Background: an optimization exercise with open tools, aiming at small area. Do not read the settings as production practice. Only simulation tests tie the RTL to the original design; equivalence was not proved. No activity file was given, so power comes from the tool's default toggle rates.

==> flow/design.v (excerpt) <==
module c2d_top (
  input  logic                       core_clk_i,
  input  logic                       rst_n_i,
  input  logic                       fv_i,
  input  logic                       lv_i,
  input  logic                       dvalid_i,
  input  logic [c2d_pkg::BYTE_W-1:0] pixdata_d1_i,
  input  logic [c2d_pkg::BYTE_W-1:0] pixdata_d0_i,
  output logic                       tinit_done_o,
  output logic                       lp_p_o,
  output logic                       lp_n_o,
  output logic                       hs_data_en_o,
  output logic [15:0]                hs_data_o,
  output logic                       d_hs_req_o,
  output logic                       d_hs_ack_o
);
clock: 6.0 ns
lec_check: 0
cap_margin: 20
core_margin: 2
core_utilization: 80
place_density: 0.88
slew_margin: 20
standard.sh (not shown) runs the stock make flow with config.mk's settings and CLKGATE_MAP_FILE= SYNTH_SCRIPT=/design/flow/synth_recipe.tcl, a recipe that flattens the netlist after the stock synthesis.
==> flow/flow/run.sh <==
#!/bin/bash
# Standard synthesis and layout, with small port buffers and a clock tree
# built without dummy loads. Each tool's output goes to a log file here.
set -euo pipefail
export BUFFER_PORTS_ARGS="-buffer_cell sky130_fd_sc_hd__buf_1"
export CTS_ARGS="-sink_clustering_enable -repair_clock_nets -dont_use_dummy_load -sink_clustering_size 20 -sink_clustering_max_diameter 60 -buf_list sky130_fd_sc_hd__clkbuf_8"
bash standard.sh synth > synth.log 2>&1
bash standard.sh finish > layout.log 2>&1
The first run stopped in detailed placement (3_5_place_dp).
Edit:
Settings changed: CORE_UTILIZATION 80 to 65, PLACE_DENSITY 0.88 to 0.75.
Now the flow completed with no timing, DRC or antenna violations; area after synthesis is unchanged; synthesized cell count stays the same.
Edit:
--- a/flow/flow/run.sh
+++ b/flow/flow/run.sh
@@ -6 +6 @@
-export CTS_ARGS="-sink_clustering_enable -repair_clock_nets -dont_use_dummy_load -sink_clustering_size 20 -sink_clustering_max_diameter 60 -buf_list sky130_fd_sc_hd__clkbuf_8"
+export CTS_ARGS="-sink_clustering_enable -repair_clock_nets -dont_use_dummy_load -sink_clustering_size 24 -sink_clustering_max_diameter 45 -buf_list sky130_fd_sc_hd__clkbuf_8"
The changed run ran to the end with no violations.
Routed wire length hardly moves.
Via count goes up by 0.51%.
Global-route usage is about the same.
Clock power goes up by about 10%.
Total power goes up by 2.9%.
Design area goes up by 0.63%.
Area after synthesis is unchanged.
Count of clock-buffer cells in the layout goes up by 6.
Sequential power is about the same.
Fmax stays flat.
Setup slack hardly moves.
Edit:
--- a/flow/flow/run.sh
+++ b/flow/flow/run.sh
@@ -6 +6 @@
-export CTS_ARGS="-sink_clustering_enable -repair_clock_nets -dont_use_dummy_load -sink_clustering_size 24 -sink_clustering_max_diameter 45 -buf_list sky130_fd_sc_hd__clkbuf_8"
+export CTS_ARGS="-sink_clustering_enable -repair_clock_nets -dont_use_dummy_load -sink_clustering_size 20 -sink_clustering_max_diameter 60 -buf_list sky130_fd_sc_hd__clkbuf_8"
Settings changed: CORE_UTILIZATION 65 to 55, PLACE_DENSITY 0.75 to 0.65.
Clock skew goes down by 0.0032 ns. Sequential power is about the same. Die area goes up by about a fifth. Worst setup slack degrades by 0.0074 ns. Utilization goes down by 11 points. Power goes down slightly. Global-route usage goes down by 2.8 points. Clock power goes down by a few percent. Non-clock buffer count goes down by 1. Clock-buffer cell count goes down by 5. Worst hold slack degrades by 0.020 ns.
Edit:
--- a/flow/flow/run.sh
+++ b/flow/flow/run.sh
@@ -6 +6 @@
-export CTS_ARGS="-sink_clustering_enable -repair_clock_nets -dont_use_dummy_load -sink_clustering_size 20 -sink_clustering_max_diameter 60 -buf_list sky130_fd_sc_hd__clkbuf_8"
+export CTS_ARGS="-sink_clustering_enable -repair_clock_nets -dont_use_dummy_load -sink_clustering_size 16 -sink_clustering_max_diameter 50 -buf_list {sky130_fd_sc_hd__clkbuf_4 sky130_fd_sc_hd__clkbuf_8}"
Settings changed: CORE_UTILIZATION 55 to 65, PLACE_DENSITY 0.65 to 0.75.
=> Maximum frequency climbs by 0.41%. Power climbs by 2.2%. Worst hold slack degrades by 0.010 ns.


job 6218:
The RTL this note starts from:
==> flow/design.v <==
package c2d_pkg;
  localparam int BYTE_W     = 8;
  localparam int WORD_W     = 16;
  localparam int LINE_WORDS = 18;   
  localparam logic [6:0] TINIT_END = 7'd100;
  localparam logic [7:0] DI_RAW8 = 8'h2A;
  localparam logic [7:0] WC_LO   = 8'd36;
endpackage
`timescale 1ns/1ps
module c2d_top (
  input  logic                       core_clk_i,
  input  logic                       rst_n_i,
  input  logic                       fv_i,
  input  logic                       lv_i,
  input  logic                       dvalid_i,
  input  logic [c2d_pkg::BYTE_W-1:0] pixdata_d1_i,
  input  logic [c2d_pkg::BYTE_W-1:0] pixdata_d0_i,
  output logic                       tinit_done_o,
  output logic                       lp_p_o,
  output logic                       lp_n_o,
  output logic                       hs_data_en_o,
  output logic [15:0]                hs_data_o,
  output logic                       d_hs_req_o,
  output logic                       d_hs_ack_o
);
  localparam int N = c2d_pkg::LINE_WORDS;
  logic [1:0] sync_q;
  logic       rstn;
  always_ff @(posedge core_clk_i or negedge rst_n_i) begin
    if (!rst_n_i) sync_q <= '0;
    else          sync_q <= {sync_q[0], 1'b1};
  end
  assign rstn = sync_q[1];
  logic fv_q, lv_q, armed_q;
  logic fv_rise, fv_fall, lv_fall;
  logic ev_fs, ev_fe, ev_line;
  logic push;
  assign fv_rise = fv_i && !fv_q;
  assign fv_fall = !fv_i && fv_q;
  assign lv_fall = !lv_i && lv_q;
  assign ev_fs   = fv_rise && tinit_done_o;
  assign ev_fe   = armed_q && fv_fall;
  assign ev_line = armed_q && lv_fall;
  assign push    = armed_q && lv_i && dvalid_i;
  always_ff @(posedge core_clk_i) begin
    fv_q <= fv_i;
    lv_q <= lv_i;
  end
  always_ff @(posedge core_clk_i or negedge rstn) begin
    if (!rstn) begin
      armed_q <= 1'b0;
    end else begin
      if (ev_fs)        armed_q <= 1'b1;
      else if (fv_fall) armed_q <= 1'b0;
    end
  end
  localparam logic [5:0] Q_POP  = 6'd63;
  localparam logic [5:0] Q_IDLE = 6'd41;
  logic [5:0] q;
  logic [1:0] pend_q;   
  logic       long_q;
  logic       fe_q;
  logic       pop_evt;
  logic       pay;
  assign pop_evt = (q == Q_POP);
  assign pay     = ((q >= 6'd18) && (q <= 6'd35));
  always_ff @(posedge core_clk_i or negedge rstn) begin
    if (!rstn) begin
      q      <= Q_IDLE;
      pend_q <= 2'd0;
    end else begin
      if (q == Q_IDLE) begin
        if (pend_q != 2'd0) q <= Q_POP;
      end else if (q == 6'd17 && !long_q) begin
        q <= 6'd37;
      end else begin
        q <= q + 1'b1;
      end
      if (ev_fs)        pend_q <= 2'd1;
      else if (ev_fe)   pend_q <= 2'd2;
      else if (ev_line) pend_q <= 2'd3;
      else if (pop_evt) pend_q <= 2'd0;
    end
  end
  always_ff @(posedge core_clk_i) begin
    if (pop_evt) begin
      long_q <= (pend_q == 2'd3);
      fe_q   <= (pend_q == 2'd2);
    end
  end
  logic [15:0] frame_q;
  logic        tdone_q;
  always_ff @(posedge core_clk_i or negedge rstn) begin
    if (!rstn) begin
      frame_q <= 16'hFF9C;
      tdone_q <= 1'b0;
    end else begin
      if (!tdone_q || (pop_evt && pend_q == 2'd1)) frame_q <= frame_q + 1'b1;
      if (&frame_q[6:0]) tdone_q <= 1'b1;   
    end
  end
  assign tinit_done_o = tdone_q;
  logic [15:0]  buf_q [N];
  logic [N-1:0] upper;   
  logic [N-1:0] sh;      
  logic [N-1:0] sh_n;
  logic [15:0]  head;
  assign head = buf_q[N-1];
  always_comb begin
    for (int i = 0; i < N; i++) begin
      upper[i] = 1'b0;
      if (i == 0) upper[i] = 1'b0;
      if (i == 1) upper[i] = (q == 6'd18);
      if (i == 2) upper[i] = ((q >= 6'd18) && (q <= 6'd19));
      if (i == 3) upper[i] = ((q >= 6'd18) && (q <= 6'd20));
      if (i == 4) upper[i] = ((q >= 6'd18) && (q <= 6'd21));
      if (i == 5) upper[i] = ((q >= 6'd18) && (q <= 6'd22));
      if (i == 6) upper[i] = ((q >= 6'd18) && (q <= 6'd23));
      if (i == 7) upper[i] = ((q >= 6'd18) && (q <= 6'd24));
      if (i == 8) upper[i] = ((q >= 6'd18) && (q <= 6'd25));
      if (i == 9) upper[i] = ((q >= 6'd18) && (q <= 6'd26));
      if (i == 10) upper[i] = ((q >= 6'd18) && (q <= 6'd27));
      if (i == 11) upper[i] = ((q >= 6'd18) && (q <= 6'd28));
      if (i == 12) upper[i] = ((q >= 6'd18) && (q <= 6'd29));
      if (i == 13) upper[i] = ((q >= 6'd18) && (q <= 6'd30));
      if (i == 14) upper[i] = ((q >= 6'd18) && (q <= 6'd31));
      if (i == 15) upper[i] = ((q >= 6'd18) && (q <= 6'd32));
      if (i == 16) upper[i] = ((q >= 6'd18) && (q <= 6'd33));
      if (i == 17) upper[i] = ((q >= 6'd18) && (q <= 6'd34));
      sh[i]    = push || upper[i];
      sh_n[i]  = !sh[i];
    end
  end
  always_ff @(posedge core_clk_i) begin
    buf_q[0] <= ({16{sh_n[0]}} | {pixdata_d1_i, pixdata_d0_i}) & ({16{sh[0]}} | buf_q[0]);
    for (int i = 1; i < N; i++) begin
      buf_q[i] <= ({16{sh_n[i]}} | buf_q[i-1]) & ({16{sh[i]}} | buf_q[i]);
    end
  end
  function automatic logic [15:0] crc_byte(input logic [15:0] crc_in, input logic [7:0] data);
    logic [15:0] c;
    c = crc_in;
    for (int i = 0; i < 8; i++) begin
      if (c[0] ^ data[i]) c = (c >> 1) ^ 16'h8408;
      else                c = c >> 1;
    end
    crc_byte = c;
  endfunction
  function automatic logic [5:0] ecc6(input logic [23:0] d);
    logic [5:0] p;
    p[0] = ^(d & 24'hF12CB7);
    p[1] = ^(d & 24'hF2555B);
    p[2] = ^(d & 24'h749A6D);
    p[3] = ^(d & 24'hB8E38E);
    p[4] = ^(d & 24'hDF03F0);
    p[5] = ^(d & 24'hEFFC00);
    ecc6 = p;
  endfunction
  logic [15:0] crc_q;
  logic [15:0] crc_next;
  logic        trail;
  assign crc_next = crc_byte(crc_byte(crc_q, head[7:0]), head[15:8]);
  assign trail    = ((q >= 6'd36) && (q <= 6'd40));
  always_ff @(posedge core_clk_i) begin
    for (int i = 0; i < 16; i++) begin
      if (pay)                             crc_q[i] <= crc_next[i];
      else if (!(trail && (i % 8 == 7)))   crc_q[i] <= 1'b1;
    end
  end
  localparam logic [5:0] ECC_LONG = ecc6({8'd0, c2d_pkg::WC_LO, c2d_pkg::DI_RAW8});
  logic [15:0] hdr0, hdr1;
  assign hdr0 = long_q ? {c2d_pkg::WC_LO, c2d_pkg::DI_RAW8} : {frame_q[7:0], 7'd0, fe_q};
  assign hdr1 = long_q ? {2'b00, ECC_LONG, 8'd0}
                       : {2'b00, ecc6({frame_q, 7'd0, fe_q}), frame_q[15:8]};
  logic tr0, tr1;
  assign tr0 = long_q ? ~crc_q[7]  : ~frame_q[15];
  assign tr1 = long_q ? ~crc_q[15] : 1'b1;
  assign hs_data_en_o = ((q >= 6'd9) && (q <= 6'd40));
  assign d_hs_ack_o   = ((q >= 6'd15) && (q <= 6'd40));
  assign d_hs_req_o   = (q <= 6'd36);
  assign lp_p_o       = ((q >= 6'd41) || (q <= 6'd1));
  assign lp_n_o       = ((q >= 6'd41) || (q <= 6'd5));
  always_comb begin
    if (pay)                  hs_data_o = head;
    else if (q == 6'd36)    hs_data_o = crc_q;
    else if (q == 6'd16)    hs_data_o = hdr0;
    else if (q == 6'd17)    hs_data_o = hdr1;
    else if (q == 6'd15)    hs_data_o = 16'hB8B8;
    else if (((q >= 6'd37) && (q <= 6'd40))) hs_data_o = {{8{tr1}}, {8{tr0}}};
    else                      hs_data_o = 16'h0000;
  end
endmodule
export LEC_CHECK = 0
export CAP_MARGIN = 0
export CORE_MARGIN = 2
export CORE_UTILIZATION = 65
export GPL_TIMING_DRIVEN = 0
export PLACE_DENSITY = 0.75
export SLEW_MARGIN = 0
create_clock -name core_clock -period 6.0 [get_ports {core_clk_i}]
==> flow/flow/run.sh <==
#!/bin/bash
# Standard synthesis and layout, with small port buffers and a clock tree
# built without dummy loads. Each tool's output goes to a log file here.
set -euo pipefail
export BUFFER_PORTS_ARGS="-buffer_cell sky130_fd_sc_hd__buf_1"
export CTS_ARGS="-sink_clustering_enable -repair_clock_nets -dont_use_dummy_load -sink_clustering_size 20 -sink_clustering_max_diameter 60 -buf_list sky130_fd_sc_hd__clkbuf_8"
bash standard.sh synth > synth.log 2>&1
bash standard.sh finish > layout.log 2>&1
Job 6218: no failed stages, no open violations at the end
Input-level comparison between job 3800 and job 6218:
Settings: swapping 0 for 20 in SLEW_MARGIN; swapping 0 for 20 in CAP_MARGIN.
diff --git a/flow/flow/run.sh b/flow/flow/run.sh
--- a/flow/flow/run.sh
+++ b/flow/flow/run.sh
@@ -5,2 +5,3 @@
 export BUFFER_PORTS_ARGS="-buffer_cell sky130_fd_sc_hd__buf_1"
+export REMOVE_ABC_BUFFERS=1
 export CTS_ARGS="-sink_clustering_enable -repair_clock_nets -dont_use_dummy_load -sink_clustering_size 20 -sink_clustering_max_diameter 60 -buf_list sky130_fd_sc_hd__clkbuf_8"
Notes after the runs:
Going from job 6218 to job 3800, via count of the first global-routing pass shrank slightly.
In job 3800, the global-route usage over all layers came out 0.57 points below the value in job 6218.
Comparing job 6218 with job 3800, the routing usage on met2 came out essentially unchanged.
Comparing path depth of the worst reg2reg path for job 3800 and job 6218, the smaller number came from job 3800.
Job 3800 has less setup slack than job 6218.
Global placer's final weighted congestion of job 3800 is on par with job 6218.
## Diff of input files: job 3702 against job 3800
Settings: a change of CAP_MARGIN from 20 to 0; a deleted GPL_TIMING_DRIVEN that had been 0; a change of SLEW_MARGIN from 20 to 0.
diff --git a/flow/flow/run.sh b/flow/flow/run.sh
--- a/flow/flow/run.sh
+++ b/flow/flow/run.sh
@@ -5,3 +5,2 @@
 export BUFFER_PORTS_ARGS="-buffer_cell sky130_fd_sc_hd__buf_1"
-export REMOVE_ABC_BUFFERS=1
 export CTS_ARGS="-sink_clustering_enable -repair_clock_nets -dont_use_dummy_load -sink_clustering_size 20 -sink_clustering_max_diameter 60 -buf_list sky130_fd_sc_hd__clkbuf_8"
### Flow results
Delta (job 3702 minus job 3800): power went up 0.000024 W, count of endpoints failing hold in the final timing report held, final critical-path required period went down 0.25 ns.
Measured against each other, job 3800 and job 3702 differ in sequential share of layout area, the higher figure coming from job 3702.
On final HPWL from detailed placement: job 3702 sits below job 3800.
Comparing share of total power in the clock network for job 3800 and job 3702, the bigger number came from job 3702.
Final core area utilization was higher in the run labelled job 3800.
The cell count reported for job 3702 is greater than that of job 3800 by 3.

## static timing again, ports no longer ideal
No port has a modelled driver above. Below, the same layouts with a new extraction and two added sets of constraints.
Step 1 (the two cells are an assumption about what drives the block):
set clk [get_ports {core_clk_i}]
set_driving_cell -lib_cell sky130_fd_sc_hd__clkbuf_16 $clk
set_driving_cell -lib_cell sky130_fd_sc_hd__buf_2 [delete_from_list [all_inputs] $clk]
Step 2 times the ports against the registers' clock, not the clock port: input delays grow and output delays shrink by t, the midpoint of the rising clock arrivals with the driver on.
a / b / c = no drivers / after step 1 / after step 2; a / b = the first two.
run | t, ns | setup slack, ns | hold slack, ns | clock arrival spread, ns | cell pins on the clock port's net
the second run of note 1 | 0.561 | 1.557 / 1.516 / 2.077 | 0.270 / 0.270 / 0.270 | 0.088 / 0.088 | 1
the third run of note 1 | 0.584 | 1.557 / 1.518 / 2.102 | 0.287 / 0.287 / 0.287 | 0.103 / 0.103 | 1
the fourth run of note 1 | 0.566 | 1.550 / 1.511 / 2.076 | 0.268 / 0.268 / 0.268 | 0.087 / 0.087 | 1
the fifth run of note 1 | 0.576 | 1.568 / 1.528 / 2.103 | 0.258 / 0.258 / 0.258 | 0.069 / 0.069 | 1
job 6218 | 0.565 | 1.572 / 1.532 / 2.097 | 0.349 / 0.349 / 0.349 | 0.091 / 0.091 | 1
job 3800 | 0.568 | 0.979 / 0.943 / 1.511 | 0.268 / 0.268 / 0.268 | 0.102 / 0.102 | 1
job 3702 | 0.555 | 1.230 / 1.190 / 1.746 | 0.376 / 0.376 / 0.376 | 0.082 / 0.081 | 1
After both steps every run listed still meets setup and hold.
